What follows belongs to an exercise in optimizing a design on an open flow for small area, a short achievable clock period and few clock cycles; a production flow would make more cautious choices. RTL that was checked went through simulation tests only; none was proved equivalent to the original. Power and IR drop assume default switching activity.

Setup of the reference run:
## cpuCore
module cpuCore (
  input  logic        CLK,
  input  logic        RST,
  input  logic        en,
  input  logic        start,
  output logic [7:0]  instAddr,
  input  logic [15:0] inst,
  output logic [7:0]  dataAddr,
  output logic        dataWe,
  output logic [15:0] dataOut,
  input  logic [15:0] dataIn,
  output logic        running
);
For scale: roughly 980 cells after synthesis, roughly 200 flip-flops.
==> flow/config.mk <==
export PLATFORM = sky130hd
export DESIGN_NAME = cpuCore
export DESIGN_NICKNAME = cpuCore
export VERILOG_FILES = /design/flow/design.v
export SDC_FILE = /design/flow/constraint.sdc
export NUM_CORES = 4
export LEC_CHECK = 0
export CAP_MARGIN = 20
export CORE_AREA = 5.06 5.44 215.41 214.88
export CTS_BUF_LIST = sky130_fd_sc_hd__clkbuf_4 sky130_fd_sc_hd__clkbuf_8
export DIE_AREA = 0 0 220.41 220.32
export SETUP_SLACK_MARGIN = 2.0
export SLEW_MARGIN = 20
export TNS_END_PERCENT = 30
==> flow/constraint.sdc <==
create_clock -name core_clock -period 5.0 [get_ports {CLK}]
set_input_delay 1.0000 -clock core_clock [delete_from_list [all_inputs] [get_ports {CLK}]]
set_output_delay 1.0000 -clock core_clock [all_outputs]
set_load 0.01 [all_outputs]
standard.sh (not shown) runs the stock make flow with config.mk's settings and CLKGATE_MAP_FILE= SYNTH_SCRIPT=/design/flow/synth_recipe.tcl, a recipe that flattens the netlist after the stock synthesis.
==> flow/flow/run.sh <==
#!/bin/bash
# Standard layout, with the port buffers made of sky130_fd_sc_hd__buf_1
# instead of the delay buffer buffer_ports picks by default.
set -euo pipefail
export BUFFER_PORTS_ARGS="-buffer_cell sky130_fd_sc_hd__buf_1"
bash standard.sh > standard.log 2>&1
The reference run finished all stages; the layout is clean.
Input changes introduced in the trial run (baseline for comparison: the reference run):
Settings: a change of TNS_END_PERCENT from 30 to 20.
==> flow/flow/run.sh <==
#!/bin/bash
# Standard layout with two changes: port buffers are sky130_fd_sc_hd__buf_1
# instead of the delay buffer buffer_ports picks by default, and adders are
# left to ABC instead of being mapped to ripple chains of fa/ha cells.
set -euo pipefail
export BUFFER_PORTS_ARGS="-buffer_cell sky130_fd_sc_hd__buf_1"
export ADDER_MAP_FILE=
bash standard.sh > standard.log 2>&1
### Flow results
Looking at global-route wire length before repair, the trial run sits 12% higher than the reference run does.
The trial run vs the reference run — post-synthesis to final-layout area growth rose 3.0 points.
In the flow results for the reference run and the trial run, the period utilization is smaller on the reference run.
Compared to the reference run, the trial run has combinational power share 1.6 points higher.
Diff the reference run -> the trial run | fraction of final layout cells with drive strength greater than 1 | increase of 3.9 points
The higher detailed-routed wire length on met2 came out of the trial run.
The via count in the trial run was higher than what the reference run gave.
Total routing usage reported by global routing is lower on the reference run
Timing, DRC, antenna: 0 failures across the reference run and the trial run
Delta (the trial run minus the reference run): proportion of cell area occupied by multi-input gates rose 3.8 points; final worst slack lower.
Comparing fraction of cell area in non-clock buffers for the reference run and the trial run, the bigger number came from the trial run.
No run of this note included a check of the RTL's function; only the layout flow was run.

main:
Another version of the RTL of cpuCore (not shown whole).
Size: roughly 70 I/O pins, about 11,000 µm² of cells after synthesis.
clock: 5.0 ns
lec_check: 0
cap_margin: 20
core_area: 5.06 5.44 215.41 214.88
cts_buf_list: sky130_fd_sc_hd__clkbuf_16
die_area: 0 0 220.41 220.32
setup_slack_margin: 2.0
slew_margin: 20
tns_end_percent: 20
==> flow/flow/run.sh <==
#!/bin/bash
# Standard layout, with the port buffers made of sky130_fd_sc_hd__buf_1
# instead of the delay buffer buffer_ports picks by default.
set -euo pipefail
export BUFFER_PORTS_ARGS="-buffer_cell sky130_fd_sc_hd__buf_1"
bash standard.sh > standard.log 2>&1
main reached the final stage; the timing, DRC and antenna checks on its layout passed.
Testbench counts of main, summed over its fixed seeds: cycles 9,192.
Here is what was changed in the inputs of the feature branch compared with main.
Settings: setting CORE_UTILIZATION to 45 for the first time; removing DIE_AREA (formerly 0 0 220.41 220.32); removing CORE_AREA (formerly 5.06 5.44 215.41 214.88); changing CTS_BUF_LIST from sky130_fd_sc_hd__clkbuf_16 to sky130_fd_sc_hd__clkbuf_4 sky130_fd_sc_hd__clkbuf_8; setting CORE_MARGIN to 2 for the first time.
Notes after the runs:
- Clock-cell share of area: the feature branch vs main down 1.0 points
- The feature branch completed end to end with timing, DRC and antenna clean.
- main ran to completion and came out clean on the timing, DRC and antenna checks.
- Diff main -> the feature branch: clock period minus worst slack rose by 0.098 ns; die area fell by about 46%.

Setup of tundra:
The RTL this note starts from:
==> flow/design.v <==
`timescale 1ns/1ps
module cpuCore (
  input  logic        CLK,
  input  logic        RST,
  input  logic        en,
  input  logic        start,
  output logic [7:0]  instAddr,
  input  logic [15:0] inst,
  output logic [7:0]  dataAddr,
  output logic        dataWe,
  output logic [15:0] dataOut,
  input  logic [15:0] dataIn,
  output logic        running
);
  localparam logic [4:0] OP_HALT = 5'b00001, OP_LOAD = 5'b00010, OP_STORE = 5'b00011,
    OP_ADD = 5'b10000, OP_ADDI = 5'b10001, OP_SUB = 5'b10011, OP_SUBI = 5'b10100,
    OP_INC = 5'b10110, OP_LDIL = 5'b10111, OP_LDIH = 5'b11000, OP_XOR = 5'b11001,
    OP_AND = 5'b11010, OP_OR = 5'b11011;
  logic        runQ, haltedQ, resumed;
  logic [7:0]  pc;
  logic [15:0] regs [8];
  logic [7:0]  valid;   
  logic [15:0] opA, opB;
  logic [2:0]  eDest;
  logic [3:0]  eOff;
  logic        eWrites, eHalt, eStore, eSub, eSra;
  logic        eSelSum, eSelXor, eSelAnd, eSelOr, eSelShl, eSelShr, eSelPass, eSelLoad;
  logic [15:0] sum, shIn, shl, shr, res;
  logic [4:0]  fOp;
  logic [2:0]  raA, raB;
  logic [7:0]  fImm;
  logic [15:0] rA, rB, vA, vB, nB;
  logic        fwdOn, fWrites;
  assign instAddr = pc;
  assign fOp  = inst[15:11];
  assign fImm = inst[7:0];
  assign raA  = (fOp == OP_ADDI || fOp == OP_SUBI) ? inst[10:8] : inst[6:4];
  assign raB  = (fOp == OP_STORE) ? inst[10:8] : inst[2:0];
  always_comb begin
    rA = '0;
    rB = '0;
    for (int i = 0; i < 8; i++) begin
      rA = rA | ({16{valid[i] && raA == 3'(i)}} & regs[i]);
      rB = rB | ({16{valid[i] && raB == 3'(i)}} & regs[i]);
    end
  end
  assign fwdOn = runQ && eWrites;
  assign vA = (fwdOn && eDest == raA) ? res : rA;
  assign vB = (fwdOn && eDest == raB) ? res : rB;
  always_comb begin
    case (fOp)
      OP_ADDI, OP_SUBI, OP_LDIL: nB = {8'h00, fImm};
      OP_LDIH:                   nB = {fImm, 8'h00};
      OP_INC:                    nB = 16'd1;
      default:                   nB = vB;
    endcase
  end
  assign fWrites = (fOp == OP_LOAD) || (fOp[4] && fOp != 5'b10010 && fOp != 5'b10101);
  always_ff @(posedge CLK) begin
    opA      <= vA;
    opB      <= nB;
    eDest    <= inst[10:8];
    eOff     <= inst[3:0];
    eWrites  <= fWrites;
    eHalt    <= (fOp == OP_HALT);
    eStore   <= (fOp == OP_STORE);
    eSub     <= (fOp == OP_SUB) || (fOp == OP_SUBI);
    eSra     <= fOp[0] && fOp[4:1] == 4'b1111;
    eSelSum  <= (fOp == OP_ADD) || (fOp == OP_ADDI) || (fOp == OP_SUB) ||
                (fOp == OP_SUBI) || (fOp == OP_INC);
    eSelXor  <= (fOp == OP_XOR);
    eSelAnd  <= (fOp == OP_AND);
    eSelOr   <= (fOp == OP_OR);
    eSelShl  <= (fOp[4:1] == 4'b1110);
    eSelShr  <= (fOp[4:1] == 4'b1111);
    eSelPass <= (fOp == OP_LDIL) || (fOp == OP_LDIH);
    eSelLoad <= (fOp == OP_LOAD);
  end
  assign sum = opA + (opB ^ {16{eSub}}) + {15'd0, eSub};
  always_comb begin
    for (int i = 0; i < 16; i++) begin
      shIn[i] = eSelShl ? opA[15-i] : opA[i];
    end
    shr = 16'($signed({eSra & opA[15], shIn}) >>> opB[3:0]);
    for (int i = 0; i < 16; i++) begin
      shl[i] = shr[15-i];
    end
  end
  assign res = ({16{eSelSum}}  & sum) |
               ({16{eSelXor}}  & (opA ^ opB)) |
               ({16{eSelAnd}}  & (opA & opB)) |
               ({16{eSelOr}}   & (opA | opB)) |
               ({16{eSelShl}}  & shl) |
               ({16{eSelShr}}  & shr) |
               ({16{eSelPass}} & opB) |
               ({16{eSelLoad}} & dataIn);
  always_ff @(posedge CLK) begin
    if (runQ && eWrites) begin
      regs[eDest] <= res;
    end
  end
  always_ff @(posedge CLK or posedge RST) begin
    if (RST) begin
      valid <= '0;
    end else if (runQ && eWrites) begin
      valid[eDest] <= 1'b1;
    end
  end
  assign dataAddr = opA[7:0] + {4'h0, eOff};
  assign dataOut  = opB;
  assign dataWe   = runQ && eStore;
  assign running = runQ && !(eHalt && !resumed);
  always_ff @(posedge CLK or posedge RST) begin
    if (RST) begin
      runQ    <= 1'b0;
      haltedQ <= 1'b0;
      resumed <= 1'b0;
      pc      <= '0;
    end else begin
      resumed <= 1'b0;
      if (runQ) begin
        if (eHalt) begin
          runQ    <= 1'b0;
          haltedQ <= 1'b1;
        end else if (!en) begin
          runQ <= 1'b0;   
        end else begin
          pc <= pc + 8'd1;
        end
      end else if (en && start && !haltedQ) begin
        runQ    <= 1'b1;
        resumed <= 1'b1;
        pc      <= pc + 8'd1;
      end
    end
  end
endmodule
Settings: LEC_CHECK=0, CAP_MARGIN=20, CORE_AREA=5.06 5.44 215.41 214.88, DIE_AREA=0 0 220.41 220.32, SETUP_SLACK_MARGIN=2.5, SLEW_MARGIN=20; clock period 5.0 ns.
run.sh (not shown) runs the stock make flow with config.mk's settings and CLKGATE_MAP_FILE= SYNTH_SCRIPT=/design/flow/synth_recipe.tcl, a recipe that flattens the netlist after the stock synthesis.
Stock flow here: none of the scripts above is used.
Testbench counts of tundra, summed over its fixed seeds: cycles 9,192.
--- input diff tundra..violet ---
Settings: putting TNS_END_PERCENT at 5 where nothing was set; swapping 2.5 for 2.0 in SETUP_SLACK_MARGIN.
[summary]
- Layout overhead on the synthesized area ended up 19 points lower on violet than on tundra.
- Setup slack deteriorates in violet relative to tundra.
- violet gives less via count of the first global-routing pass than tundra did.
- tundra → violet: number of nets in the finished design lower; overall power consumption lower.
- Cmp violet vs tundra: clock-buffer cell count higher in violet
[inputs] onyx vs violet
Settings: swapping 2.0 for 3.0 in SETUP_SLACK_MARGIN; clearing TNS_END_PERCENT, which used to be 5.
==> comparison <==
Internal power of the cells on onyx is behind violet. onyx against violet: net load switching power went up about 16%, headroom to the max-slew limit went down 14 points, transition time at the pin with the least slew margin went up 210 ps. From violet to onyx the numbers moved as follows: power drawn by the clock network barely changed; register-to-register slack +60 ps. Against violet, first-iteration DRC count in onyx rose by more than a quarter. onyx against violet: final cell area excluding filler cells increased 2600 um^2; total power increased 13%; wire length reported by the detailed router increased about 14%; count of instances resized after the clock tree is built increased about 500%.
Setup changes, onyx to zinc
Settings: a change of SETUP_SLACK_MARGIN from 3.0 to 2.0.
Results
- Diff onyx -> zinc | detailed-placement wirelength estimate | decrease of about 0.8%
- Comparing zinc and onyx, the lower aggregate routed wire length was measured on zinc.
- Amount of wire on met2 after detailed routing delta for zinc relative to onyx: about 10% lower
- Summary: with onyx as the reference, post-layout instance area in zinc moved down by more than 10%.
- zinc vs onyx, final worst-path cycle share went down by 1.9 points.
## Diff of input files: willow against zinc
Settings: SETUP_SLACK_MARGIN: 2.0 -> 2.5.
==> flow/flow/run.sh (new file) <==
#!/bin/bash
# Standard layout, with the port buffers made of sky130_fd_sc_hd__buf_2
# instead of the delay buffer buffer_ports picks by default.
set -euo pipefail
export BUFFER_PORTS_ARGS="-buffer_cell sky130_fd_sc_hd__buf_2"
bash standard.sh > standard.log 2>&1
==> flow/standard.sh (new file) <==
#!/bin/bash
# synth_recipe.tcl (not shown) runs the flow's synth.tcl, then flattens the netlist and writes it again
# the make line also repeats each setting of config.mk as NAME=value (left out here)
make -C /OpenROAD-flow-scripts/flow DESIGN_CONFIG=/design/flow/config.mk WORK_HOME=/design/flow/orfs CLKGATE_MAP_FILE= SYNTH_SCRIPT=/design/flow/synth_recipe.tcl "${@:-finish}"
removed: flow/run.sh
Findings:
- Looking at willow and zinc, the hold slack is a wash.
- Summary of willow over zinc: register-to-register slack increased by 30 ps relative to the old numbers, static leakage increased by 0.00081 uW relative to the old numbers, peak supply drop increased by 0.014 mV relative to the old numbers.
- met2 wirelength from detailed routing in willow is 12% higher than in zinc
- Looking at final critical-path share of the clock period, willow sits 0.18 points lower than zinc does.
- Sort willow and zinc by cell depth of the worst setup path desc -> top: willow

RTL: one of the versions met above, not the one the previous note started from.
Size: about 200 flip-flops, about 70 I/O pins, ~11000 µm² of cells after synthesis.
export LEC_CHECK = 0
export CAP_MARGIN = 20
export CORE_AREA = 5.06 5.44 215.41 214.88
export CTS_BUF_LIST = sky130_fd_sc_hd__clkbuf_4 sky130_fd_sc_hd__clkbuf_8
export DIE_AREA = 0 0 220.41 220.32
export PLACE_DENSITY = 0.65
export SETUP_SLACK_MARGIN = 2.0
export SLEW_MARGIN = 20
export TNS_END_PERCENT = 20
create_clock -name core_clock -period 5.0 [get_ports {CLK}]
standard.sh (not shown) runs the stock make flow with config.mk's settings and CLKGATE_MAP_FILE= SYNTH_SCRIPT=/design/flow/synth_recipe.tcl, a recipe that flattens the netlist after the stock synthesis.
==> flow/flow/run.sh <==
#!/bin/bash
# Standard layout, with the port buffers made of sky130_fd_sc_hd__buf_1
# instead of the delay buffer buffer_ports picks by default.
set -euo pipefail
export BUFFER_PORTS_ARGS="-buffer_cell sky130_fd_sc_hd__buf_1"
bash standard.sh > standard.log 2>&1
The baseline completed with no timing, DRC or antenna violations.
Next try:
- PLACE_DENSITY: 0.65 -> unset
- TNS_END_PERCENT: 20 -> 10
Via count decreases by 2.6%. Flip-flop and latch count is unchanged. Register-to-register slack is better by 0.26 ns. Global-route usage rises by 0.15 points. Setup slack is better by 0.26 ns. Routed wire length came out lower by 2.0%. Utilization fell by 0.27 points. Synthesized cell count stays the same. Final area shrinks by 0.89%.
Next try:
- TNS_END_PERCENT: 10 -> 20
Critical path depth fell by 2.
Register-to-register slack barely changes.
Maximum frequency rises by about 0.43%.
Combinational power barely changes.
Synthesized cell count is unchanged.
No run of this note included a check of the RTL's function; only the layout flow was run.

== job 102 ==
cpuCore with an RTL version that a note above also has.
Size: roughly 1,000 cells after synthesis, roughly 200 flip-flops, roughly 70 I/O pins, about 0.011 mm^2 of cells after synthesis.
Design cpuCore, start of the top module:
module cpuCore (
  input  logic        CLK,
  input  logic        RST,
  input  logic        en,
  input  logic        start,
  output logic [7:0]  instAddr,
  input  logic [15:0] inst,
  output logic [7:0]  dataAddr,
  output logic        dataWe,
  output logic [15:0] dataOut,
  input  logic [15:0] dataIn,
  output logic        running
);
export LEC_CHECK = 0
export CAP_MARGIN = 20
export CORE_AREA = 5.06 5.44 215.41 214.88
export CTS_BUF_LIST = sky130_fd_sc_hd__clkbuf_4 sky130_fd_sc_hd__clkbuf_8
export DIE_AREA = 0 0 220.41 220.32
export SETUP_SLACK_MARGIN = 2.0
export SLEW_MARGIN = 20
export TNS_END_PERCENT = 0
create_clock -name core_clock -period 5.0 [get_ports {CLK}]
Scripts as last shown in full above: flow/flow/run.sh
Testbench counts of job 102, summed over its fixed seeds: cycles 9,192.
The inputs of job 103 differ from those of job 102 as listed below.
==> flow/flow/run.sh <==
#!/bin/bash
# Standard layout, with adders left to ABC instead of being mapped to
# ripple chains of fa/ha cells.
set -euo pipefail
export ADDER_MAP_FILE=
bash standard.sh > standard.log 2>&1
--- a/flow/config.mk
+++ b/flow/config.mk
@@ -13,2 +13,2 @@
 export SLEW_MARGIN = 20
-export TNS_END_PERCENT = 0
+export TNS_END_PERCENT = 5
Results
Of job 103 and job 102, the higher average instance area after synthesis belongs to job 102. Post-synth design cell area is higher on job 103. Diff job 102 -> job 103 | power | increase of about 9%.

[separate check: timing with driven ports]
No port has a modelled driver above. Below, the same layouts with a new extraction and two added sets of constraints.
Step 1 sets driving cells, clkbuf_16 on the clock port and buf_2 on the other inputs (assumed; they add their load-dependent delay and slew).
Step 2 adds t to the input delays and takes it off the output delays; t is the mean of the earliest and latest rising clock arrival at the registers after step 1. Input paths then give back, and output paths get back, about the clock's delay inside the block.
Three values: no drivers, after step 1, after step 2; two values: the first two.
run	t (ns)	setup WS [ns]	worst hold slack (ns)	slew at the worst register clock pin (ns)	cell pins on the clock port's net
the reference run	0.499	1.852 / 1.807 / 1.427	0.450 / 0.450 / 0.450	0.11 / 0.11	1
the trial run	0.520	1.796 / 1.745 / 1.309	0.475 / 0.475 / 0.475	0.11 / 0.11	1
main	0.480	1.925 / 1.889 / 1.550	0.459 / 0.459 / 0.459	0.08 / 0.08	1
the feature branch	0.509	1.827 / 1.803 / 1.502	0.474 / 0.474 / 0.474	0.12 / 0.12	1
tundra	0.491	1.912 / 1.860 / 1.537	0.461 / 0.461 / 0.461	0.09 / 0.09	1
violet	0.480	1.847 / 1.793 / 1.483	0.452 / 0.452 / 0.452	0.08 / 0.08	1
onyx	0.501	1.830 / 1.779 / 1.610	0.466 / 0.466 / 0.466	0.08 / 0.08	1
zinc	0.491	1.925 / 1.872 / 1.461	0.457 / 0.457 / 0.457	0.08 / 0.08	1
willow	0.485	1.933 / 1.881 / 1.555	0.456 / 0.456 / 0.456	0.08 / 0.08	1
the first run of note 4	0.530	1.563 / 1.563 / 1.452	0.459 / 0.459 / 0.459	0.10 / 0.10	1
the second run of note 4	0.536	1.824 / 1.824 / 1.462	0.449 / 0.449 / 0.449	0.12 / 0.12	1
the third run of note 4	0.502	1.837 / 1.807 / 1.441	0.450 / 0.450 / 0.450	0.11 / 0.11	1
job 102	0.512	1.696 / 1.696 / 1.236	0.463 / 0.463 / 0.463	0.11 / 0.11	1
job 103	0.532	1.682 / 1.634 / 1.236	0.477 / 0.477 / 0.477	0.11 / 0.11	1
After both steps setup and hold are still met in every run listed. The setup slack of the trial run, which loses most, moves by -0.051 ns with the drivers and by -0.487 ns with both steps.
